This design comes from an exercise in tuning for small area and a short achievable clock period on the open sky130 flow, not from production work.
The RTL was checked by simulation tests, not by an equivalence proof against the original design.
Power figures rest on the tool's default switching activity, not on a simulated workload.

`flow/design.v`:
```
module dll_retry_monitor #(
  parameter int DEPTH          = 16,
  parameter int REPLAY_TIMEOUT = 1024
) (
  input  logic                 sclk,
  input  logic                 srst,
  input  logic [1:0]           dlcm_state_i,
  input  logic                 tl2dll_valid_i,
  input  logic [255:0]         tl2dll_data_i,
  output logic                 tl2dll_ready_o,
  input  logic [15:0]          acknak_seq_num_i,
  input  logic [1:0]           acknak_seq_en_i,
  output logic                 tlp_valid_o,
  output logic [255:0]         tlp_data_o,
  output logic [11:0]          tlp_seq_o,
  input  logic                 arb_ready_i,
  output logic                 replay_rollover_o,
  output logic [$clog2(DEPTH):0] buf_count_o
);
  localparam int AW = $clog2(DEPTH);
  localparam int PW = AW + 1;
  localparam int TW = $clog2(REPLAY_TIMEOUT);
  function automatic logic lt_f(input logic [PW-1:0] x, input logic [PW-1:0] y);
    logic r;
    r = 1'b0;
    for (int i = 0; i < PW; i++) begin
      r = (~x[i] & y[i]) | (~(x[i] ^ y[i]) & r);
    end
    lt_f = r;
  endfunction
  function automatic logic [11:0] inc12_f(input logic [11:0] x);
    logic [11:0] r;
    logic        c;
    c = 1'b1;
    for (int i = 0; i < 12; i++) begin
      r[i] = x[i] ^ c;
      c    = c & x[i];
    end
    inc12_f = r;
  endfunction
  function automatic logic [PW-1:0] inc5_f(input logic [PW-1:0] x);
    inc5_f = addc5_f(x, 1'b1);
  endfunction
  function automatic logic [PW-1:0] addc5_f(input logic [PW-1:0] x, input logic ci);
    logic [PW-1:0] r;
    logic          c;
    c = ci;
    for (int i = 0; i < PW; i++) begin
      r[i] = x[i] ^ c;
      c    = c & x[i];
    end
    addc5_f = r;
  endfunction
  function automatic logic [PW-1:0] sub5_f(input logic [PW-1:0] x, input logic [PW-1:0] y);
    logic [PW-1:0] r;
    logic          c;
    c = 1'b1;
    for (int i = 0; i < PW; i++) begin
      r[i] = x[i] ^ ~y[i] ^ c;
      c    = (x[i] & ~y[i]) | (x[i] & c) | (~y[i] & c);
    end
    sub5_f = r;
  endfunction
  function automatic logic [DEPTH-1:0] dec_f(input logic [AW-1:0] x, input int off);
    logic [DEPTH-1:0] r;
    for (int k = 0; k < DEPTH; k++) begin
      r[k] = x == AW'(k - off);
    end
    dec_f = r;
  endfunction
  logic [255:0]  mem [DEPTH];
  logic [255:0]  dout, dout_nx;
  logic          rep, rep_nx;           
  logic [11:0]   ackd, ackd_nx;
  logic [6:0]    ahp1, ahp1_nx;         
  logic [PW-1:0] sm1, sm1_nx;           
  logic [PW-1:0] snd, snd_nx;           
  logic [DEPTH-1:0] ohsnd, ohsnd_nx;    
  logic [DEPTH-1:0] ohhd, ohhd_nx;      
  logic [PW-1:0] rm1, rm1_nx;           
  logic [PW-1:0] tm1, tm1_nx;           
  logic [PW-1:0] count, count_nx;       
  logic [TW-1:0] timer, timer_nx;
  logic [1:0]    rnum, rnum_nx, rbase;
  logic          roll, roll_nx;
  logic          rdy, rdy_nx;           
  logic          vld, vld_nx;           
  logic [11:0]   tseq, tseq_nx;
  logic          dl_active, acc, hs;
  logic [11:0]   seq_in;
  logic [PW-1:0] v, a, sp1, sadv;
  logic          ack_ev, nak_ev, bor, gt_s, gt_r;
  logic          wrap_r, wrap_s, purge, pass, rstart, rsel;
  logic          eq_a, eq_r, eq_s, eq_s1, counting, tmo;
  logic [DEPTH-1:0] ohv, oha, ohs1, ohs2, ohs, ohw;
  logic [DEPTH:0]   cv, ca, cs;
  logic          hi_eq0, hi_eq1, ax_eq, byp_v, byp_a, byp_s;
  logic          eq_ra, eq_sa, eq_s1a;
  logic          pick_v, pick_a, pick_v1, pick_a1, pick_v0, pick_a0;
  logic          purge1, purge0, pass1, pass0, rstart1, rstart0;
  logic [DEPTH:0]   sel;
  logic [11:0]   hip1;
  logic          unused_hi;
  assign unused_hi = ^acknak_seq_num_i[15:12];
  assign dl_active = dlcm_state_i == 2'd3;
  assign acc       = dl_active & rdy & tl2dll_valid_i;
  assign hs        = dl_active & vld & arb_ready_i;
  assign seq_in = acknak_seq_num_i[11:0];
  assign ack_ev = acknak_seq_en_i == 2'b01;
  assign nak_ev = acknak_seq_en_i == 2'b10;
  assign hip1 = inc12_f({5'd0, seq_in[11:5]});
  assign v = seq_in[PW-1:0];
  assign a = ackd[PW-1:0];              
  assign sp1  = snd;
  assign sadv = hs ? sp1 : sm1;
  dll_retry_lt5 u_lva (.x(v), .y(a), .lt(bor));
  dll_retry_lt5 u_lsv (.x(sm1), .y(v), .lt(gt_s));
  dll_retry_lt5 u_lrv (.x(rm1), .y(v), .lt(gt_r));
  dll_retry_eq5 u_eva (.x(v), .y(a), .eq(eq_a));
  dll_retry_eq5 u_esv (.x(sm1), .y(v), .eq(eq_s));
  dll_retry_eq5 u_erv (.x(rm1), .y(v), .eq(eq_r));
  dll_retry_eq5 u_es1 (.x(sp1), .y(v), .eq(eq_s1));
  dll_retry_eq7  u_hi0 (.x(seq_in[11:5]), .y(ackd[11:5]), .eq(hi_eq0));
  dll_retry_eq7  u_hi1 (.x(seq_in[11:5]), .y(ahp1), .eq(hi_eq1));
  assign wrap_r = lt_f(rm1, a);
  assign wrap_s = lt_f(sm1, a);
  dll_retry_eq5 u_era (.x(rm1), .y(a), .eq(eq_ra));
  dll_retry_eq5 u_esa (.x(sm1), .y(a), .eq(eq_sa));
  dll_retry_eq5 u_e1a (.x(sp1), .y(a), .eq(eq_s1a));
  assign ax_eq  = rep ? eq_ra : (hs ? eq_s1a : eq_sa);
  assign counting = ~rep & (sm1 != a);
  assign tmo      = counting & (&timer);
  dll_retry_pick #(.BOR(1'b1)) u_pick1 (
    .ack(ack_ev), .nak(nak_ev), .rep(rep), .hs(hs), .tmo(tmo),
    .eq_a(1'b0), .gt_s(gt_s), .gt_r(gt_r), .eq_s(eq_s),
    .eq_s1(eq_s1), .eq_r(eq_r), .wrap_s(wrap_s), .wrap_r(wrap_r),
    .hi_eq(hi_eq1), .ax_eq(ax_eq),
    .purge(purge1), .pick_v(pick_v1), .pick_a(pick_a1), .pass(pass1),
    .rstart(rstart1)
  );
  dll_retry_pick #(.BOR(1'b0)) u_pick0 (
    .ack(ack_ev), .nak(nak_ev), .rep(rep), .hs(hs), .tmo(tmo),
    .eq_a(eq_a), .gt_s(gt_s), .gt_r(gt_r), .eq_s(eq_s),
    .eq_s1(eq_s1), .eq_r(eq_r), .wrap_s(wrap_s), .wrap_r(wrap_r),
    .hi_eq(hi_eq0), .ax_eq(ax_eq),
    .purge(purge0), .pick_v(pick_v0), .pick_a(pick_a0), .pass(pass0),
    .rstart(rstart0)
  );
  assign purge  = bor ? purge1  : purge0;
  assign pick_v = bor ? pick_v1 : pick_v0;
  assign pick_a = bor ? pick_a1 : pick_a0;
  assign pass   = bor ? pass1   : pass0;
  assign rstart = bor ? rstart1 : rstart0;
  assign rsel   = pick_v | pick_a;
  always_comb begin
    sm1_nx   = rsel ? (purge ? v : a) : sadv;
    snd_nx   = rsel ? (purge ? inc5_f(v) : inc5_f(a)) : (hs ? inc5_f(snd) : snd);
    ohsnd_nx = rsel ? (purge ? ohv : oha) : ohs;
    ohhd_nx  = purge ? ohv : ohhd;
    rm1_nx   = (rstart & ~rep) ? sadv : rm1;
    if (rep) begin
      rep_nx = rstart | ~(pass ? eq_r : (hs ? (sp1 == rm1) : (sm1 == rm1)));
    end else begin
      rep_nx = rstart;
    end
    tm1_nx   = addc5_f(tm1, acc);
    count_nx = purge ? sub5_f(tm1_nx, v) : addc5_f(count, acc);
    ackd_nx  = purge ? seq_in : ackd;
    ahp1_nx  = purge ? hip1[6:0] : ahp1;
    timer_nx = timer;
    if (rstart | purge) begin
      timer_nx = '0;
    end else if (counting) begin
      timer_nx = timer + TW'(1);
    end
    rbase    = purge ? 2'd0 : rnum;
    rnum_nx  = rstart ? rbase + 2'd1 : rbase;
    roll_nx  = rstart & (rbase == 2'd3);
    rdy_nx   = ~count_nx[PW-1] & ~rep_nx;
    vld_nx   = sm1_nx != tm1_nx;
    tseq_nx  = rsel ? (purge ? inc12_f(seq_in) : inc12_f(ackd))
                    : (hs ? inc12_f(tseq) : tseq);
  end
  assign ohv  = dec_f(v[AW-1:0], 1);
  assign oha  = ohhd;
  assign ohs1 = ohsnd;
  assign ohs2 = {ohsnd[DEPTH-2:0], ohsnd[DEPTH-1]};
  assign ohs  = hs ? ohs2 : ohs1;
  assign byp_v = acc & (v[AW-1:0] == tm1[AW-1:0]);
  assign byp_a = acc & (count == '0);
  assign byp_s = acc & (hs ? sp1[AW-1:0] == tm1[AW-1:0] : ~vld);
  assign cv = {byp_v, ohv & {DEPTH{~byp_v}}};
  assign ca = {byp_a, oha & {DEPTH{~byp_a}}};
  assign cs = {byp_s, ohs & {DEPTH{~byp_s}}};
  for (genvar k = 0; k <= DEPTH; k++) begin : g_sel
    dll_retry_sel6 u_sel (.bor(bor), .pv1(pick_v1), .pa1(pick_a1),
                          .pv0(pick_v0), .pa0(pick_a0), .cv(cv[k]), .ca(ca[k]),
                          .cs(cs[k]), .y(sel[k]));
  end
  for (genvar b = 0; b < 256; b++) begin : g_rd
    logic [DEPTH:0] col;
    always_comb begin
      col[DEPTH] = tl2dll_data_i[b];
      for (int k = 0; k < DEPTH; k++) col[k] = mem[k][b];
    end
    dll_retry_rd_bit #(.N(DEPTH + 1)) u_rd (.sel(sel), .d(col), .y(dout_nx[b]));
  end
  assign ohw = dec_f(tm1[AW-1:0], 1);
  always_ff @(posedge sclk) begin
    if (srst) begin
      rep   <= 1'b0;
      ackd  <= 12'hFFF;
      ahp1  <= 7'd0;
      sm1   <= '1;
      snd   <= '0;
      ohsnd <= DEPTH'(1);
      ohhd  <= DEPTH'(1);
      rm1   <= '1;
      tm1   <= '1;
      count <= '0;
      timer <= '0;
      rnum  <= '0;
      roll  <= 1'b0;
      rdy   <= 1'b1;
      vld   <= 1'b0;
      tseq  <= '0;
    end else begin
      rep   <= rep_nx;
      ackd  <= ackd_nx;
      ahp1  <= ahp1_nx;
      sm1   <= sm1_nx;
      snd   <= snd_nx;
      ohsnd <= ohsnd_nx;
      ohhd  <= ohhd_nx;
      rm1   <= rm1_nx;
      tm1   <= tm1_nx;
      count <= count_nx;
      timer <= timer_nx;
      rnum  <= rnum_nx;
      roll  <= roll_nx;
      rdy   <= rdy_nx;
      vld   <= vld_nx;
      tseq  <= tseq_nx;
    end
  end
  always_ff @(posedge sclk) begin
    dout <= dout_nx;
    for (int k = 0; k < DEPTH; k++) begin
      if (acc & ohw[k]) begin
        mem[k] <= tl2dll_data_i;
      end
    end
  end
  dll_retry_ogate #(.W(1)) u_ready (.srst(srst), .dl(dlcm_state_i), .q(rdy),
                                    .y(tl2dll_ready_o));
  dll_retry_ogate #(.W(1)) u_valid (.srst(srst), .dl(dlcm_state_i), .q(vld),
                                    .y(tlp_valid_o));
  dll_retry_ogate #(.W(PW + 1), .DL(0)) u_cnt (.srst(srst), .dl(dlcm_state_i),
                                    .q({roll, count}),
                                    .y({replay_rollover_o, buf_count_o}));
  assign tlp_data_o = dout;
  assign tlp_seq_o  = tseq;
endmodule
module dll_retry_ogate #(
  parameter int W  = 1,
  parameter bit DL = 1'b1
) (
  input  logic         srst,
  input  logic [1:0]   dl,
  input  logic [W-1:0] q,
  output logic [W-1:0] y
);
  if (DL) begin : g_dl
    assign y = q & {W{~srst & dl[0] & dl[1]}};
  end else begin : g_nodl
    assign y = q & {W{~srst}};
  end
endmodule
module dll_retry_rd_bit #(
  parameter int N = 17
) (
  input  logic [N-1:0] sel,
  input  logic [N-1:0] d,
  output logic         y
);
  localparam int G = (N + 2) / 3;
  logic [G-1:0] gn;
  for (genvar g = 0; g < G; g++) begin : g_aoi
    localparam int W = (3 * g + 3 <= N) ? 3 : N - 3 * g;
    dll_retry_aoi #(.W(W)) u_aoi (.s(sel[3*g +: W]), .d(d[3*g +: W]), .yn(gn[g]));
  end
  assign y = ~&gn;
endmodule
module dll_retry_lt5 (
  input  logic [4:0] x,
  input  logic [4:0] y,
  output logic       lt
);
  logic [4:0] l, ng;
  assign l  = ~x & y;
  assign ng = ~x | y;
  assign lt = l[4] | (ng[4] & l[3]) | (&ng[4:3] & l[2]) | (&ng[4:2] & l[1])
            | (&ng[4:1] & l[0]);
endmodule
module dll_retry_eq5 (
  input  logic [4:0] x,
  input  logic [4:0] y,
  output logic       eq
);
  assign eq = x == y;
endmodule
module dll_retry_eq7 (
  input  logic [6:0] x,
  input  logic [6:0] y,
  output logic       eq
);
  assign eq = x == y;
endmodule
module dll_retry_pick #(
  parameter bit BOR = 1'b0
) (
  input  logic ack, nak, rep, hs, tmo,
  input  logic eq_a, gt_s, gt_r, eq_s, eq_s1, eq_r,
  input  logic wrap_s, wrap_r, hi_eq, ax_eq,
  output logic purge, pick_v, pick_a, pass, rstart
);
  logic in_s, in_r, in_w, eq_x;
  if (BOR) begin : g_b
    assign in_s = wrap_s & ~gt_s;
    assign in_r = wrap_r & ~gt_r;
  end else begin : g_nb
    assign in_s = wrap_s | ~gt_s;
    assign in_r = wrap_r | ~gt_r;
  end
  assign in_w   = hi_eq & (rep ? in_r : in_s);
  assign purge  = (ack | nak) & in_w & ~eq_a;
  assign pass   = rep & purge & ~in_s;
  assign eq_x   = rep ? eq_r : (hs ? eq_s1 : eq_s);
  assign pick_v = purge & ((nak & ~eq_x) | (rep & ~in_s));
  assign pick_a = (nak & eq_a & hi_eq & ~ax_eq) | (tmo & ~purge);
  assign rstart = (purge & nak & ~eq_x) | pick_a;
endmodule
module dll_retry_sel6 (
  input  logic bor,
  input  logic pv1,
  input  logic pa1,
  input  logic pv0,
  input  logic pa0,
  input  logic cv,
  input  logic ca,
  input  logic cs,
  output logic y
);
  logic y1, y0;
  dll_retry_sel3 u_s1 (.pv(pv1), .pa(pa1), .cv(cv), .ca(ca), .cs(cs), .y(y1));
  dll_retry_sel3 u_s0 (.pv(pv0), .pa(pa0), .cv(cv), .ca(ca), .cs(cs), .y(y0));
  assign y = bor ? y1 : y0;
endmodule
module dll_retry_sel3 (
  input  logic pv,
  input  logic pa,
  input  logic cv,
  input  logic ca,
  input  logic cs,
  output logic y
);
  assign y = pv ? cv : (pa ? ca : cs);
endmodule
module dll_retry_aoi #(
  parameter int W = 3
) (
  input  logic [W-1:0] s,
  input  logic [W-1:0] d,
  output logic         yn
);
  assign yn = ~|(s & d);
endmodule
```
`flow/run.sh`:
```
#!/bin/bash
# synth_recipe.tcl (not shown) runs the flow's synth.tcl, then flattens the netlist and writes it again
# the make line also repeats each setting of config.mk as NAME=value (left out here)
make -C /OpenROAD-flow-scripts/flow DESIGN_CONFIG=/design/flow/config.mk WORK_HOME=/design/flow/orfs CLKGATE_MAP_FILE= SYNTH_SCRIPT=/design/flow/synth_recipe.tcl finish
```
`flow/config.mk`:
```
export PLATFORM = sky130hd
export DESIGN_NAME = dll_retry_monitor
export DESIGN_NICKNAME = dll_retry_monitor
export VERILOG_FILES = /design/flow/design.v
export SDC_FILE = /design/flow/constraint.sdc
export NUM_CORES = 4
export LEC_CHECK = 0
export CAP_MARGIN = 20
export CORE_MARGIN = 2
export CORE_UTILIZATION = 50
export CTS_CLUSTER_DIAMETER = 100
export CTS_CLUSTER_SIZE = 25
export SETUP_SLACK_MARGIN = 4.2
export SLEW_MARGIN = 20
export SYNTH_HIERARCHICAL = 1
export SYNTH_MINIMUM_KEEP_SIZE = 0
export TNS_END_PERCENT = 10
```
`flow/constraint.sdc`:
```
create_clock -name core_clock -period 8.0 [get_ports {sclk}]
set_input_delay 1.6000 -clock core_clock [delete_from_list [all_inputs] [get_ports {sclk}]]
set_output_delay 1.6000 -clock core_clock [all_outputs]
set_load 0.01 [all_outputs]
```
==> out/results.ini, run 1 <==
[sta]
setup_slack_ns=3.37
period_share_pct=57.9
tightest_slew_ns=1.16
fin_worst_skew_ns=0.0577
relSlewSlack_pct=22.6
setup_viol=0
final.setup.tns_ns=0
finalCriticalPeriod_ns=4.63
slew_viol_final=0
grt_setup_unrepaired=true
fmax_mhz=216
finalHoldViolCount=0

[die]
ioPinCount=556
coreArea_um2=309000
start_util_pct=50.3
die_w_um=562
rows=204
die-height_um=562
dieArea_um2=316000

[pwr]
p_int_uw=32100
power_frac_comb_pct=7.9
clkPwrFrac_pct=29.3
p_sw_uw=9240
max-vdd-ir-drop_mv=0.181
p_seq_share_pct=62.8
switching_share_pct=22.3
p_per_area_nw_per_um2=223
power_leakage_uw=0.0563

[setup_path]
critPathMaxStageDelay_ns=0.42
r2r_start=sm1[2]
critical_path_required_ns=8.80
worstSetupStartpointType=primary input
worstSetupPathType=in -> reg
reg2reg_to=dout[252]
crit_buf_inv=6
crit_slowest_cell=mux2_8
cp-end-kind=flop
crit_top_cell=buf_16
crit_chain=buf_16, a22oi_2, o221ai_2, maj3_2, or3b_4, a211oi_4, nor2_2, buf_6, buf_12, mux2i_4, o21ai_4, mux2_8, buf_16, buf_16, buf_12, a222oi_1, and4_1, nand3_1
arrival_ns=5.43
critical_path.top_delay_family=compound AO/OA/AOI/OAI gates
path_max_fanout=7
r2r_slack_ns=3.47
r2r_cells=20

[logic_synthesis]
syn_area_per_cell_um2=21.1
yosysWarnings=8
yosys-top-cells-area=edfxtp_1 (79%), a222oi_1 (8.2%), dfxtp_1 (4.6%)
synth-seq-cells=4456
yosys.area.top_type_share_pct=79.0
ys_seq_area_share_pct=83.6
synth_top_area_cell=edfxtp_1
netlist_area_um2=156000
ys_types=69
synth_edf_count=4096
async_reset_ff_share_pct=0
ys.flop_type=edfxtp_1
netlist_instances=7365

[clock_tree]
cts_root_buf=clkbuf_16
hold_buffers=0
numCtsBuffers=203
insertion_delay_ns=0.96
clk_pin_slew_ns=0.10
cts_sinks=4456
cts_tree=yes
clock_path_buffers=4
htreeDepth=4

[detailed_routing]
ant_nets=0
wirelength_um=519000
wire_per_inst_um=39.7
drt_iter0_drc=17772
drc_errors=0
via_per_inst=6.99
dr.pass1.iters=14
num_vias=91352

[placed_design]
place_ws_ns=0.973
io_buffers=551
placed_area_um2=170000
dp_hpwl_um=224000
place_congestion=0.777

[global_routing]
antenna_found_initial=99
overflow=0
grt_usage_pct=31.9
grt_pass1_wl_um=703000
grt_pass1_vias=86496
grt_max_degree=124

[hold_path]
holdPathEnd=dout[144]
min_from=mem[4][144]
min_path_cells=2
hold_path.class=reg -> reg

[cells_and_area]
fin_area_um2=185000
fillers=22155
fin_nets=9079
area_growth_pct=18.9
layout-drive-gt1-share_pct=15.5

[run]
cap_violations=0

[run_status]
status=complete, no violations

## cells in the mapped netlist (8+ instances only)
cell type,n
edfxtp_1,4096
a222oi_1,1280
dfxtp_1,360
nand3_1,270
a22oi_2,256
and4_1,256
nand2_1,122
nor2_1,90
mux2i_1,72
ha_1,62
xnor2_1,52
a21oi_1,38
inv_1,34
o21ai_1,34
nor2b_1,33
xor2_1,32
and3_1,24
a211oi_1,23
clkbuf_1,20
nand2b_1,19
and2_1,18
mux2_4,18
buf_2,15
nand3b_1,12
nor3_1,12
o21ai_0,10
or2_2,10
nand4_1,8
nor3_2,8
## Yosys stat by module (local to each module, per instance), a selection
module | cells inside | flops+latches | cell area, um2 | times used
dll_retry_eq5 | 7 | 0 | 58.8 | 7
dll_retry_eq7 | 9 | 0 | 80.1 | 2
dll_retry_lt5 | 12 | 0 | 83.8 | 3
dll_retry_monitor | 5049 | 4456 | 134000 | 1
dll_retry_sel3 | 3 | 0 | 18.8 | 34
dll_retry_sel6 | 1 | 0 | 15.0 | 17
## worst reg2reg max path, delay by kind of cell (launching register included)
| family | cells | cell delay [ns] |
|---|---|---|
| AOI/OAI and AO/OA | 5 | 0.84 |
| adders and majority gates | 1 | 0.35 |
| buffers and inverters | 6 | 0.96 |
| DFF | 1 | 0.46 |
| muxes | 2 | 0.62 |
| and+or+nand+nor | 6 | 1.14 |
## flip-flops by register name, summed over array words and instances (netlist names)
signal / flops
count: 5
rdy: 1
tseq: 12
mem: 4096
tm1: 5
rnum: 2
rep: 1
timer: 10
ohsnd: 16
rm1: 5
ackd: 12
ohhd: 16
ahp1: 7
vld: 1
snd: 5
dout: 256
roll: 1
sm1: 5
## worst max-delay path by stage
stage                         from        end  slack [ns]  depth (start not counted)
2_1_floorplan      dlcm_state_i[0]  mem[1][0]       -0.86                          3
3_3_place_gp   acknak_seq_num_i[0]   dout[85]        1.05                         15
3_5_place_dp   acknak_seq_num_i[0]    dout[6]        0.97                         14
4_1_cts        acknak_seq_num_i[5]  dout[101]        3.51                         16
5_1_grt        acknak_seq_num_i[1]  dout[241]        3.30                         17
6_report       acknak_seq_num_i[1]  dout[252]        3.37                         18
## cell type report
cell class | instances | area (um2) | area share (%)
Clock inverter | 20 | 279 | 0.151
Clock buffer | 357 | 5720 | 3.09
Antenna cell | 47 | 118 | 0.0636
Timing Repair Buffer | 1150 | 15700 | 8.48
Sequential cell | 4456 | 130000 | 70.4
Multi-Input combinational cell | 2889 | 27700 | 15.0
Inverter | 35 | 138 | 0.0744
Tap cell | 4120 | 5150 | 2.79
## timing repair
item	4_1_cts	5_1_grt
endpoints found under the setup margin	4314	342
pin swaps	562	90
gates cloned	129	14
resized for setup	583	44
buffers inserted	219	22
endpoints found under the hold margin	0	0
## through the flow
| stage | instances | utilization [%] | hold WS, ns | power [uW] |
|---|---|---|---|---|
| floorplan | 7366 | - | 0.440 | 27400 |
| global placement | 12266 | 55.0 | 0.446 | 29200 |
| detailed placement | 12266 | 55.0 | 0.451 | 29300 |
| CTS | 12991 | 59.5 | 0.453 | 41400 |
| global route | 13045 | 59.8 | 0.485 | 42400 |
| finish | 13074 | 59.8 | 0.450 | 41300 |
## power by group through the flow
stage	Clock, uW	Sequential [uW]	Combinational (uW)
6_report	12100	26000	3250
5_1_grt	13000	26000	3370
4_1_cts	12200	26000	3190
3_5_place_dp	0	26500	2760
3_3_place_gp	0	26500	2730
2_1_floorplan	0	26500	933
## cell usage in the layout, fill, tap and decap left out, types with 18 or more instances in the layout
cell and instances:
mux2_4 31, buf_4 187, a211oi_1 23, ha_1 60
dfxtp_1 350, inv_1 33, nand3_2 30, mux2i_1 39
nor2b_1 25, clkbuf_16 219, edfxtp_1 4096, a222oi_1 1280
nand3_1 239, buf_12 217, clkbuf_1 151, mux2i_4 23
diode_2 47, xnor2_1 47, mux2_8 36, o21ai_4 30
and2_1 18, buf_6 52, and4_1 253, buf_16 109
nand2_1 122, a21oi_1 36, a22oi_2 257, and3_1 24
xor2_1 30, clkdlybuf4s50_1 526, nor2_1 76
## metal layers
layer  vias up  share of wire (%)  GRT usage, %
met4        70                3.1          9.73
li1      36358                  -             -
met3       765                 12          6.75
met2      6086                 46          48.9
met1     48073                 39          46.2
met5         -              0.093             0
## cell families (layout without fill, tap and decap cells)
family,after synthesis,count (layout),share of synthesized area (%)
fa+ha+maj,67,68,0.546
flops,4456,4456,83.6
mux,94,144,0.669
xor+xnor,84,84,0.473
compound gates,1690,1692,11.0
buf+inv,74,1562,0.196
simple gates,899,899,3.52
other cells,1,49,0.00241
==> run 2, diff against run 1 <==
--- a/flow/design.v
+++ b/flow/design.v
@@ -314,7 +314,19 @@
   input  logic [6:0] y,
   output logic       eq
 );
-  assign eq = x == y;
+  logic ne_lo, ne_hi;
+  dll_retry_ne #(.W(4)) u_lo (.x(x[3:0]), .y(y[3:0]), .ne(ne_lo));
+  dll_retry_ne #(.W(3)) u_hi (.x(x[6:4]), .y(y[6:4]), .ne(ne_hi));
+  assign eq = ~(ne_lo | ne_hi);
+endmodule
+module dll_retry_ne #(
+  parameter int W = 4
+) (
+  input  logic [W-1:0] x,
+  input  logic [W-1:0] y,
+  output logic         ne
+);
+  assign ne = x != y;
 endmodule
 module dll_retry_pick #(
   parameter bit BOR = 1'b0
==> run 2 against run 1 <==
  * Routed wire length grew 2.3%
  * First-iteration DRC count grew 6.3%
  * Synthesized cell count is the same
  * Critical endpoint is now dout[168]
  * Largest cell class unchanged
==> out/results.ini, run 2 <==
[run_status]
status=complete, no violations  ; unchanged

[cells_and_area]
fin_area_um2=188000  ; was 185000 um2
fillers=21829  ; was 22.2k
fin_nets=9204  ; was 9079
layout-drive-gt1-share_pct=16.9  ; was 15.5%
top_register=mem  ; unchanged
mostFrequentLayoutCell=edfxtp_1  ; unchanged
largest_reg_flops=4096  ; unchanged
reg_top3=mem: 4096 flops, dout: 256 flops  ; unchanged
area_growth_pct=20.7  ; was 18.9%
layout_common_cells=edfxtp_1 (4096), a222oi_1 (1280), clkdlybuf4s50_1 (529), dfxtp_1 (351), a22oi_2 (258)  ; was edfxtp_1 (4096), a222oi_1 (1280), clkdlybuf4s50_1 (526), dfxtp_1 (350), a22oi_2 (257)

[pwr]
p_sw_uw=9200  ; was 9240 uW
switching_share_pct=22.2  ; was 22.3%
p_int_uw=32200  ; was 32100 uW
power_leakage_uw=0.0576  ; was 0.0563 uW
power_frac_comb_pct=8.1  ; was 7.9%
p_seq_share_pct=62.8  ; about the same
clkPwrFrac_pct=29.1  ; was 29.3%
p_per_area_nw_per_um2=220  ; was 223 nW/um2
max-vdd-ir-drop_mv=0.205  ; was 0.181 mV

[global_routing]
antenna_found_initial=108  ; was 99
grt_pass1_vias=86528  ; about the same
grt_usage_pct=32.8  ; was 31.9%
grt_max_degree=103  ; was 124
overflow=0  ; unchanged
grt_pass1_wl_um=717000  ; was 703000 um

[logic_synthesis]
yosys.area.top_type_share_pct=79.0  ; about the same
async_reset_ff_share_pct=0  ; unchanged
synth_top_area_cell=edfxtp_1  ; unchanged
ys_seq_area_share_pct=83.6  ; about the same
synthTopCellsByCount=edfxtp_1 (4096), a222oi_1 (1280), dfxtp_1 (360)  ; unchanged
synth_edf_count=4096  ; unchanged
synth-seq-cells=4456  ; unchanged
yosys-top-cells-area=edfxtp_1 (79%), a222oi_1 (8.2%), dfxtp_1 (4.6%)  ; unchanged
netlist_area_um2=156000  ; about the same
netlist_instances=7365  ; unchanged
ys_types=68  ; was 69
yosysWarnings=8  ; unchanged
syn_area_per_cell_um2=21.1  ; about the same
yosysMostFrequentCell=edfxtp_1  ; unchanged
ys.flop_type=edfxtp_1  ; unchanged

[sta]
fin_worst_skew_ns=0.0529  ; was 0.0577 ns
grt_setup_unrepaired=true  ; unchanged
setup_viol=0  ; unchanged
period_share_pct=59.2  ; was 57.9%
hold_ws_ns=0.462  ; was 0.450 ns
final.setup.tns_ns=0  ; unchanged
finalCriticalPeriod_ns=4.74  ; was 4.63 ns
slew_viol_final=0  ; unchanged
finalHoldViolCount=0  ; unchanged
tightest_slew_ns=1.39  ; was 1.16 ns
relSlewSlack_pct=7.38  ; was 22.6%
fmax_mhz=211  ; was 216 MHz

[detailed_routing]
num_vias=92723  ; was 91.4k
drc_errors=0  ; unchanged
wire_per_inst_um=40.3  ; was 39.7 um
drt_iter0_drc=18887  ; was 17.8k
via_per_inst=7.03  ; was 6.99
wirelength_um=531000  ; was 519000 um
ant_nets=0  ; unchanged
dr.pass1.iters=10  ; was 14

[setup_path]
worstSetupPathType=in -> reg  ; unchanged
path_max_fanout=40  ; was 7
critical_path_required_ns=8.75  ; was 8.80 ns
arrival_ns=5.49  ; was 5.43 ns
crit_slowest_cell=mux2_8  ; unchanged
worstSetupStartpointType=primary input  ; unchanged
critPathMaxStageDelay_ns=0.41  ; was 0.42 ns
crit_top_cell=buf_12  ; was buf_16
crit_chain=buf_8, buf_8, nand2b_4, o221ai_2, o221ai_2, maj3_2, or3b_4, a211oi_4, nor2_4, buf_12, buf_12, buf_6, mux2i_4, o21ai_4, mux2_8, buf_12, a222oi_1, and4_1, nand3_2  ; was buf_16, a22oi_2, o221ai_2, maj3_2, or3b_4, a211oi_4, nor2_2, buf_6, buf_12, mux2i_4, o21ai_4, mux2_8, buf_16, buf_16, buf_12, a222oi_1, and4_1, nand3_1
cp-end-kind=flop  ; unchanged

[die]
rows=204  ; unchanged
ioPinCount=556  ; unchanged
coreArea_um2=309000  ; unchanged
die_w_um=562  ; about the same
start_util_pct=50.3  ; about the same
die-height_um=562  ; about the same
dieArea_um2=316000  ; about the same

[clock_tree]
htreeDepth=4  ; unchanged
cts_sinks=4456  ; unchanged
numCtsBuffers=201  ; was 203
cts_root_buf=clkbuf_16  ; unchanged
clk_pin_slew_ns=0.10  ; about the same
clock_path_buffers=4  ; unchanged
cts_tree=yes  ; unchanged
insertion_delay_ns=0.95  ; was 0.96 ns

[placed_design]
place_congestion=0.804  ; was 0.777
dp_hpwl_um=226000  ; was 224000 um
io_buffers=551  ; unchanged
placed_area_um2=170000  ; about the same

[run]
cap_violations=0  ; unchanged

[hold_path]
hold_path.class=reg -> reg  ; unchanged

[run 2: cell count changes in the layout (fill, tap and decap cells not counted), sizes merged, moves of 2 or more]
cell / before / now
inv: 44 / 39
mux2i: 74 / 76
xnor2: 52 / 58
clkdlybuf4s50: 526 / 529
bufinv: 1 / 3
xor2: 32 / 26
mux2: 70 / 90
nand3: 270 / 272
dlygate4sd2: 3 / 8
diode: 47 / 51
clkbuf: 374 / 362
nor4: 3 / 1
buf: 587 / 694
clkinvlp: 3 / 1
[run 2: power groups by stage]
stage,sequential (uW),clock [uW],combinational (uW)
after CTS,26000,12100,3280
final,26000,12000,3340
after floorplan,26500,0,933
after global routing,26000,12900,3460
after detailed placement,26500,0,2720
after global placement,26500,0,2690
[run 2: per-layer routing]
| metal | wire length, um | GRT usage, % | part of all wire, % | vias up |
|---|---|---|---|---|
| li1 | - | - | - | 36674 |
| met1 | 200000 | 46.6 | 38 | 48559 |
| met2 | 238000 | 49.0 | 45 | 6395 |
| met3 | 69900 | 7.99 | 13 | 1015 |
| met4 | 22800 | 13.0 | 4.3 | 80 |
| met5 | 509 | 0 | 0.096 | - |
[run 2: path summary, 6_finish.rpt]
kind                       startpoint   endpoint  slack [ns]  depth (start not counted)
setup / recovery  acknak_seq_num_i[3]  dout[168]        3.26                         19
setup reg to reg               sm1[3]  dout[123]        3.35                         18
hold reg to reg           mem[4][118]  dout[118]        0.46                          2
hold / removal            mem[4][118]  dout[118]        0.46                          2
[run 2: what timing repair did]
item	in CTS	in global routing
setup endpoints to repair	3221	1045
buffers inserted	252	31
resized for setup	684	42
hold buffers	0	0
pin swaps	628	184
gates cloned	217	8
[run 2: cell families (layout without fill, tap and decap cells)]
| group | after synthesis | after routing | synth area share [%] |
|---|---|---|---|
| and+or+nand+nor | 899 | 899 | 3.51 |
| DFF | 4456 | 4456 | 83.6 |
| buffers and inverters | 74 | 1661 | 0.196 |
| other | 1 | 53 | 0.00241 |
| muxes | 95 | 166 | 0.675 |
| adders and majority gates | 67 | 68 | 0.546 |
| AOI/OAI and AO/OA | 1689 | 1692 | 11.0 |
| xor gates and xnor gates | 84 | 84 | 0.473 |
[run 2: final cells by class]
cell class | count | area (um2) | area share, %
antenna | 51 | 128 | 0.0679
clock buffer | 355 | 5670 | 3.02
clock inverter | 16 | 239 | 0.127
inverter | 35 | 134 | 0.0713
multi-input combinational | 2911 | 28300 | 15.1
sequential | 4456 | 130000 | 69.3
tap | 4120 | 5150 | 2.74
timing repair buffer | 1255 | 18000 | 9.57
[run 2: per-stage QoR]
stage | total power, uW | util (%) | setup slack (ns) | cells
floorplan | 27400 | - | -0.918 | 7366
global placement | 29200 | 55.0 | 0.962 | 12269
detailed placement | 29200 | 55.0 | 0.909 | 12269
CTS | 41400 | 60.5 | 3.41 | 13109
global route | 42400 | 60.7 | 3.21 | 13174
finish | 41400 | 60.7 | 3.26 | 13199
[run 2: modules after synthesis, one instance, submodules excluded, a selection]
| module | area [um2] | cells | flip-flops and latches |
|---|---|---|---|
| dll_retry_monitor | 134000 | 5047 | 4456 |
| dll_retry_lt5 | 83.8 | 12 | 0 |
| dll_retry_eq5 | 58.8 | 7 | 0 |
| dll_retry_sel3 | 18.8 | 3 | 0 |
| dll_retry_sel6 | 15.0 | 1 | 0 |
| dll_retry_eq7 | 3.75 | 1 | 0 |
[run 2: worst max-delay path, delay by kind of cell]
family	cells	cell delay, ns
adders and majority gates	1	0.33
and+or+nand+nor	5	1.07
muxes	2	0.60
AOI/OAI and AO/OA	5	0.94
buffers and inverters	6	0.89
==> run 3, diff against run 2 <==
==> flow/flow/run.sh (new file) <==
#!/bin/bash
# Standard layout, with the port buffers made of buf_2 cells instead of the
# delay buffers buffer_ports picks by default. Full tool output goes to
# run.log in this folder (ORFS's per-step logs stay under orfs/logs).
set -o pipefail
export BUFFER_PORTS_ARGS="-buffer_cell sky130_fd_sc_hd__buf_2"
bash standard.sh > run.log 2>&1
==> flow/standard.sh (new file) <==
#!/bin/bash
# synth_recipe.tcl (not shown) runs the flow's synth.tcl, then flattens the netlist and writes it again
# the make line also repeats each setting of config.mk as NAME=value (left out here)
make -C /OpenROAD-flow-scripts/flow DESIGN_CONFIG=/design/flow/config.mk WORK_HOME=/design/flow/orfs CLKGATE_MAP_FILE= SYNTH_SCRIPT=/design/flow/synth_recipe.tcl "${@:-finish}"
removed: flow/run.sh
==> run 3 against run 2 <==
  * Still clean
  * Sequential share of layout area rose by 1.3 points
  * Fmax increased by 1.0%
  * Power fell by 0.42%
  * Utilization shrank 1.1 points
  * Register-to-register slack improved by 0.09 ns
  * Non-clock buffer count is 40 lower
  * Synthesized cell count unchanged
  * Largest power group unchanged
  * Highest routed layer unchanged
==> out/results.ini, run 3 <==
[run_status]
status=complete, no violations  ; unchanged

[cells_and_area]
mostFrequentLayoutCell=edfxtp_1  ; unchanged
instances_no_fill=13167  ; about the same
layout_common_cells=edfxtp_1 (4096), a222oi_1 (1280), buf_2 (545), dfxtp_1 (350), a22oi_2 (257)  ; was edfxtp_1 (4096), a222oi_1 (1280), clkdlybuf4s50_1 (529), dfxtp_1 (351), a22oi_2 (258)
fin_area_um2=184000  ; was 188000 um2
final_core_util_pct=59.6  ; was 60.7%
area_growth_pct=18.5  ; was 20.7%
fin_nets=9153  ; was 9204
reg_top3=mem: 4096 flops, dout: 256 flops  ; unchanged
top_register=mem  ; unchanged
largest_reg_flops=4096  ; unchanged
layout-drive-gt1-share_pct=22.0  ; was 16.9%

[placed_design]
dp_cells=12232  ; was 12.3k
place_congestion=0.790  ; was 0.804
io_buffers=551  ; unchanged
dp_hpwl_um=228000  ; was 226000 um
placed_area_um2=167000  ; was 170000 um2

[logic_synthesis]
synth-seq-cells=4456  ; unchanged
ys.flop_type=edfxtp_1  ; unchanged
yosysWarnings=8  ; unchanged
ys_seq_area_share_pct=83.6  ; unchanged
synth_top_area_cell=edfxtp_1  ; unchanged
netlist_instances=7365  ; unchanged
async_reset_ff_share_pct=0  ; unchanged
yosys-top-cells-area=edfxtp_1 (79%), a222oi_1 (8.2%), dfxtp_1 (4.6%)  ; unchanged
ys_types=68  ; unchanged
syn_area_per_cell_um2=21.1  ; unchanged
synthTopCellsByCount=edfxtp_1 (4096), a222oi_1 (1280), dfxtp_1 (360)  ; unchanged
yosys.area.top_type_share_pct=79.0  ; unchanged
synth_edf_count=4096  ; unchanged
yosysMostFrequentCell=edfxtp_1  ; unchanged
netlist_area_um2=156000  ; unchanged

[clock_tree]
clk_pin_slew_ns=0.10  ; about the same
numCtsBuffers=205  ; was 201
cts_root_buf=clkbuf_16  ; unchanged
insertion_delay_ns=0.96  ; was 0.95 ns
cts_sinks=4456  ; unchanged
cts_tree=yes  ; unchanged
htreeDepth=4  ; unchanged
clock_path_buffers=4  ; unchanged

[sta]
tightest_slew_ns=1.30  ; was 1.39 ns
finalCriticalPeriod_ns=4.69  ; was 4.74 ns
fmax_mhz=213  ; was 211 MHz
relSlewSlack_pct=13.5  ; was 7.38%
finalHoldViolCount=0  ; unchanged
slew_viol_final=0  ; unchanged
grt_setup_unrepaired=true  ; unchanged
fin_worst_skew_ns=0.0706  ; was 0.0529 ns
period_share_pct=58.7  ; was 59.2%
setup_viol=0  ; unchanged

[pwr]
max-vdd-ir-drop_mv=0.182  ; was 0.205 mV
power_leakage_uw=0.0572  ; was 0.0576 uW
p_per_area_nw_per_um2=223  ; was 220 nW/um2

[detailed_routing]
drt_iter0_drc=20922  ; was 18.9k
top_layer=met5  ; unchanged
dr.pass1.iters=8  ; was 10
via_per_inst=7.14  ; was 7.03
wl_met2_um=240000  ; was 238000 um
wirelength_um=552000  ; was 531000 um
ant_nets=0  ; unchanged
wire_per_inst_um=41.9  ; was 40.3 um
drc_errors=0  ; unchanged
wl_met3_um=83700  ; was 69900 um
num_vias=94040  ; was 92.7k
wl_met1_um=205000  ; was 200000 um

[die]
rows=204  ; unchanged
die-height_um=562  ; unchanged
die_w_um=562  ; unchanged
ioPinCount=556  ; unchanged
dieArea_um2=316000  ; unchanged
coreArea_um2=309000  ; unchanged
start_util_pct=50.3  ; unchanged

[setup_path]
worstSetupPathType=in -> reg  ; unchanged
cp-end-kind=flop  ; unchanged
worstSetupStartpointType=primary input  ; unchanged
arrival_ns=5.45  ; was 5.49 ns
path_max_fanout=6  ; was 40
critical_path_required_ns=8.75  ; about the same

[global_routing]
antenna_found_initial=145  ; was 108
grt_max_degree=105  ; was 103
grt_pass1_vias=86230  ; was 86.5k
grt_pass1_wl_um=723000  ; was 717000 um
overflow=0  ; unchanged
grt_usage_pct=33.2  ; was 32.8%

[hold_path]
hold_path.class=reg -> reg  ; unchanged

[run]
cap_violations=0  ; unchanged

[run 3: critical path, stage by stage]
cell,delay [ns]
buf_16,0.12
nand2b_4,0.14
o221ai_4,0.06
o221ai_2,0.14
maj3_2,0.36
or3b_4,0.41
a211oi_4,0.31
nor2_4,0.08
buf_12,0.15
buf_16,0.15
mux2i_4,0.19
o21ai_4,0.09
mux2_8,0.35
buf_16,0.18
buf_4,0.15
buf_8,0.13
a222oi_1,0.34
and4_1,0.32
nand3_4,0.13
[run 3: metal layers]
| metal | vias to the layer above | GRT usage (%) |
|---|---|---|
| met1 | 49016 | 47.7 |
| met3 | 1032 | 8.71 |
| met4 | 78 | 12.2 |
| met2 | 7351 | 49.0 |
| li1 | 36563 | - |
| met5 | - | 0 |
[run 3: layout make-up]
cell class                 instances  area (um2)
fill                           22181      125000
multi-input combinational       2896       27700
tap                             4120        5150
timing repair buffer            1215       15000
inverter                          35         131
sequential                      4456      130000
antenna                           80         200
clock buffer                     347        5790
clock inverter                    18         248
[run 3: through the flow]
step	setup TNS (ns)	total power, uW	setup WS (ns)	hold WS, ns
2_1_floorplan	-895.29	27400	-0.918	0.440
3_3_place_gp	0	28800	1.56	0.450
3_5_place_dp	0	28900	1.47	0.452
4_1_cts	0	41100	3.43	0.454
5_1_grt	0	42100	3.23	0.477
6_report	0	41200	3.31	0.442
[run 3: timing repair]
| item | CTS | global route |
|---|---|---|
| pin swaps | 306 | 368 |
| setup buffers | 205 | 57 |
| hold buffers | 0 | 0 |
| endpoints found under the setup margin | 1230 | 1868 |
| cloned | 177 | 51 |
| gates resized for setup | 492 | 121 |
[run 3: path summary, 6_finish.rpt]
| kind | from | end | slack [ns] | depth (start not counted) |
|---|---|---|---|---|
| setup reg to reg | sm1[3] | dout[48] | 3.44 | 19 |
| hold reg to reg | mem[4][67] | dout[67] | 0.44 | 2 |
| setup / recovery | acknak_seq_num_i[3] | dout[48] | 3.31 | 19 |
| hold / removal | mem[4][67] | dout[67] | 0.44 | 2 |
[run 3: cells by family (layout without fill, tap and decap cells)]
logic type	after synthesis	count (layout)	synth area share, %
mux	95	152	0.675
fa+ha+maj	67	67	0.546
compound gates	1689	1692	11.0
simple gates	899	899	3.51
other cells	1	82	0.00241
buf+inv	74	1615	0.196
flops	4456	4456	83.6
xor+xnor	84	84	0.473
[run 3: where the power goes]
part | switching [uW] | leakage, uW | internal, uW
Sequential | 279 | 0.0398 | 25700
Clock | 7160 | 0.00287 | 5040
Combinational | 1890 | 0.0145 | 1100
Total | 9330 | 0.0572 | 31900
[run 3: modules after synthesis, one instance, submodules excluded, a selection]
module / area [um2] / cells inside / copies in the design
dll_retry_lt5: 83.8 / 12 / 3
dll_retry_sel3: 18.8 / 3 / 34
dll_retry_eq5: 58.8 / 7 / 7
dll_retry_eq7: 3.75 / 1 / 2
dll_retry_sel6: 15.0 / 1 / 17
dll_retry_monitor: 134000 / 5047 / 1
==> run 4, diff against run 3 <==
--- a/flow/design.v
+++ b/flow/design.v
@@ -314,19 +314,7 @@
   input  logic [6:0] y,
   output logic       eq
 );
-  logic ne_lo, ne_hi;
-  dll_retry_ne #(.W(4)) u_lo (.x(x[3:0]), .y(y[3:0]), .ne(ne_lo));
-  dll_retry_ne #(.W(3)) u_hi (.x(x[6:4]), .y(y[6:4]), .ne(ne_hi));
-  assign eq = ~(ne_lo | ne_hi);
-endmodule
-module dll_retry_ne #(
-  parameter int W = 4
-) (
-  input  logic [W-1:0] x,
-  input  logic [W-1:0] y,
-  output logic         ne
-);
-  assign ne = x != y;
+  assign eq = x == y;
 endmodule
 module dll_retry_pick #(
   parameter bit BOR = 1'b0
--- a/flow/config.mk
+++ b/flow/config.mk
@@ -9,7 +9,7 @@
 export CORE_MARGIN = 2
 export CORE_UTILIZATION = 50
 export CTS_CLUSTER_DIAMETER = 100
-export CTS_CLUSTER_SIZE = 25
+export CTS_CLUSTER_SIZE = 28
 export SETUP_SLACK_MARGIN = 4.2
 export SLEW_MARGIN = 20
 export SYNTH_HIERARCHICAL = 1
==> run 4 against run 3 <==
  * Sequential power about the same
  * Non-clock buffer count down 172
  * Critical path depth shrank 1
  * Critical endpoint is now dout[79]
==> out/results.ini, run 4 <==
[run_status]
status=complete, no violations  ; unchanged

[sta]
hold_ws_ns=0.462  ; was 0.442 ns
finalCriticalPeriod_ns=4.63  ; was 4.69 ns
relSlewSlack_pct=26.5  ; was 13.5%
tightest_slew_ns=1.10  ; was 1.30 ns
period_share_pct=57.8  ; was 58.7%
slew_viol_final=0  ; unchanged
finalHoldViolCount=0  ; unchanged
grt_setup_unrepaired=true  ; unchanged
setup_viol=0  ; unchanged
fin_worst_skew_ns=0.0423  ; was 0.0706 ns
fmax_mhz=216  ; was 213 MHz
final.setup.tns_ns=0  ; unchanged

[die]
die-height_um=562  ; about the same
coreArea_um2=309000  ; unchanged
start_util_pct=50.3  ; about the same
die_w_um=562  ; about the same
ioPinCount=556  ; unchanged
dieArea_um2=316000  ; about the same
rows=204  ; unchanged

[detailed_routing]
drc_errors=0  ; unchanged
via_per_inst=7.01  ; was 7.14
ant_nets=0  ; unchanged
wire_per_inst_um=39.6  ; was 41.9 um
drt_iter0_drc=18868  ; was 20.9k
dr.pass1.iters=10  ; was 8
wirelength_um=513000  ; was 552000 um
num_vias=90661  ; was 94.0k

[hold_path]
hold_path.class=reg -> reg  ; unchanged
min_path_cells=2  ; unchanged
holdPathEnd=dout[91]  ; was dout[67]
min_from=mem[4][91]  ; was mem[4][67]

[setup_path]
worstSetupStartpointType=primary input  ; unchanged
worstSetupPathType=in -> reg  ; unchanged
r2r_cells=21  ; was 19
reg2reg_to=dout[79]  ; was dout[48]
critical_path_required_ns=8.78  ; was 8.75 ns
r2r_slack_ns=3.45  ; was 3.44 ns
path_max_fanout=10  ; was 6
r2r_start=sm1[2]  ; was sm1[3]
cp-end-kind=flop  ; unchanged
startpoint=acknak_seq_num_i[3]  ; unchanged
arrival_ns=5.41  ; was 5.45 ns

[cells_and_area]
layout-drive-gt1-share_pct=20.0  ; was 22.0%
top_register=mem  ; unchanged
fin_nets=8959  ; was 9153
mostFrequentLayoutCell=edfxtp_1  ; unchanged
area_growth_pct=15.1  ; was 18.5%
reg_top3=mem: 4096 flops, dout: 256 flops  ; unchanged
layout_common_cells=edfxtp_1 (4096), a222oi_1 (1280), buf_2 (542), dfxtp_1 (350), nand3_1 (258)  ; was edfxtp_1 (4096), a222oi_1 (1280), buf_2 (545), dfxtp_1 (350), a22oi_2 (257)
largest_reg_flops=4096  ; unchanged

[placed_design]
dp_hpwl_um=217000  ; was 228000 um
io_buffers=551  ; unchanged
place_congestion=0.799  ; was 0.790

[pwr]
max-vdd-ir-drop_mv=0.214  ; was 0.182 mV
p_per_area_nw_per_um2=225  ; was 223 nW/um2
power_leakage_uw=0.0550  ; was 0.0572 uW

[global_routing]
grt_max_degree=116  ; was 105
grt_pass1_vias=85937  ; was 86.2k
overflow=0  ; unchanged
grt_usage_pct=30.9  ; was 33.2%
antenna_found_initial=142  ; was 145
grt_pass1_wl_um=684000  ; was 723000 um

[logic_synthesis]
ys.flop_type=edfxtp_1  ; unchanged
synthTopCellsByCount=edfxtp_1 (4096), a222oi_1 (1280), dfxtp_1 (360)  ; unchanged
yosysWarnings=8  ; unchanged
yosys.area.top_type_share_pct=79.0  ; about the same
async_reset_ff_share_pct=0  ; unchanged
netlist_area_um2=156000  ; about the same
yosys-top-cells-area=edfxtp_1 (79%), a222oi_1 (8.2%), dfxtp_1 (4.6%)  ; unchanged
synth-seq-cells=4456  ; unchanged
yosysMostFrequentCell=edfxtp_1  ; unchanged
netlist_instances=7365  ; unchanged
synth_top_area_cell=edfxtp_1  ; unchanged
synth_edf_count=4096  ; unchanged
ys_types=69  ; was 68
syn_area_per_cell_um2=21.1  ; about the same
ys_seq_area_share_pct=83.6  ; about the same

[clock_tree]
numCtsBuffers=186  ; was 205
cts_tree=yes  ; unchanged
htreeDepth=4  ; unchanged
cts_sinks=4456  ; unchanged
clk_pin_slew_ns=0.11  ; was 0.10 ns
cts_root_buf=clkbuf_16  ; unchanged
hold_buffers=0  ; unchanged
insertion_delay_ns=0.93  ; was 0.96 ns
clock_path_buffers=4  ; unchanged

[run]
cap_violations=0  ; unchanged

==> run 4: routing by layer <==
metal	global-route usage [%]	routed length, um	vias up
li1	-	-	35992
met1	45.2	195000	47556
met2	47.3	234000	6205
met3	5.87	65700	824
met4	9.67	17800	84
met5	0	557	-
==> run 4: worst max-delay path by stage <==
stage | end | cells after the start
floorplan | mem[1][0] | 3
global placement | dout[134] | 15
global route | dout[6] | 18
detailed placement | dout[60] | 16
CTS | dout[89] | 18
finish | dout[79] | 18
==> run 4: report_power, final <==
| group | leakage (uW) | switching [uW] | internal (uW) |
|---|---|---|---|
| sequential | 0.0398 | 239 | 25700 |
| combinational | 0.0125 | 1850 | 1010 |
| clock | 0.00262 | 6980 | 4610 |
==> run 4: timing repair <==
item	CTS	global route
resized for setup	287	149
pin swaps	144	162
setup buffers	158	43
endpoints found under the setup margin	581	711
gates cloned	76	42
==> run 4: final cells by class <==
| type | instances | area [um2] |
|---|---|---|
| clock inverters | 17 | 246 |
| repair buffers | 1043 | 10500 |
| inverters | 35 | 131 |
| fillers | 22925 | 130000 |
| multi-input cells | 2893 | 27600 |
| diodes | 53 | 133 |
| clock buffers | 310 | 5250 |
| well taps | 4120 | 5150 |
| flip-flops and latches | 4456 | 130000 |
==> run 4: Yosys stat by module, one instance, submodules excluded, excerpt <==
module	cell area (um2)	flops+latches
dll_retry_sel6	15.0	0
dll_retry_sel3	18.8	0
dll_retry_eq5	58.8	0
dll_retry_lt5	83.8	0
dll_retry_monitor	134000	4456
dll_retry_eq7	80.1	0
==> run 4: stage by stage <==
stage / std cells / cell area, um2 / util, % / setup slack, ns / total power, uW
3_3_place_gp: 12228 / 167000 / 53.9 / 1.56 / 28800
5_1_grt: 12892 / 179000 / 57.9 / 3.32 / 41400
3_5_place_dp: 12228 / 167000 / 53.9 / 1.49 / 28900
6_report: 12927 / 179000 / 57.9 / 3.37 / 40400
2_1_floorplan: 7366 / 156000 / - / -0.863 / 27400
4_1_cts: 12789 / 177000 / 57.2 / 3.54 / 40400
==> run 4: logic make-up after synthesis <==
logic type | Yosys count | share of synthesized area [%]
XOR/XNOR | 84 | 0.473
adder cells (fa/ha/maj) | 67 | 0.546
AO/OA/AOI/OAI | 1690 | 11.0
other | 1 | 0.00241
flip-flops | 4456 | 83.6
AND/OR/NAND/NOR | 899 | 3.52
buffers and inverters | 74 | 0.196
multiplexers | 94 | 0.669
==> run 4: critical path: stages <==
cell,delay [ns]
buf_16,0.10
nand2b_4,0.13
o221ai_4,0.09
o221ai_2,0.19
maj3_2,0.23
buf_4,0.13
nand2b_4,0.06
o2111ai_4,0.33
a32o_4,0.37
mux2i_4,0.31
o21ai_4,0.20
mux2_8,0.39
buf_12,0.16
buf_6,0.13
buf_12,0.15
a222oi_1,0.38
and4_1,0.29
nand3_1,0.11

-- port drivers added, routing unchanged --
In the flow no input, the clock included, has a driving cell. The finished layouts below were timed again as built, in two steps. Step 1 sets driving cells, clkbuf_16 on the clock port and buf_2 on the other inputs (assumed; they add their load-dependent delay and slew). Step 2 also shifts input and output timing later by t, the mid clock arrival at the registers, as if the neighbouring blocks saw the same clock. Slacks: ideal ports / drivers / drivers and shift; pairs: ideal ports / drivers.
run	shift t [ns]	setup slack, ns	slew at the worst register clock pin (ns)	cell pins on the clock port's net
run 1	1.047	3.366 / 3.394 / 2.347	0.11 / 0.11	1
run 2	1.046	3.260 / 3.334 / 2.289	0.11 / 0.11	1
run 3	1.042	3.308 / 3.288 / 2.246	0.11 / 0.11	1
run 4	1.034	3.372 / 3.282 / 2.249	0.11 / 0.11	1
After both steps every run listed still meets setup and hold. The setup slack of run 4, which loses most, moves by -0.090 ns with the drivers and by -1.123 ns with both steps.
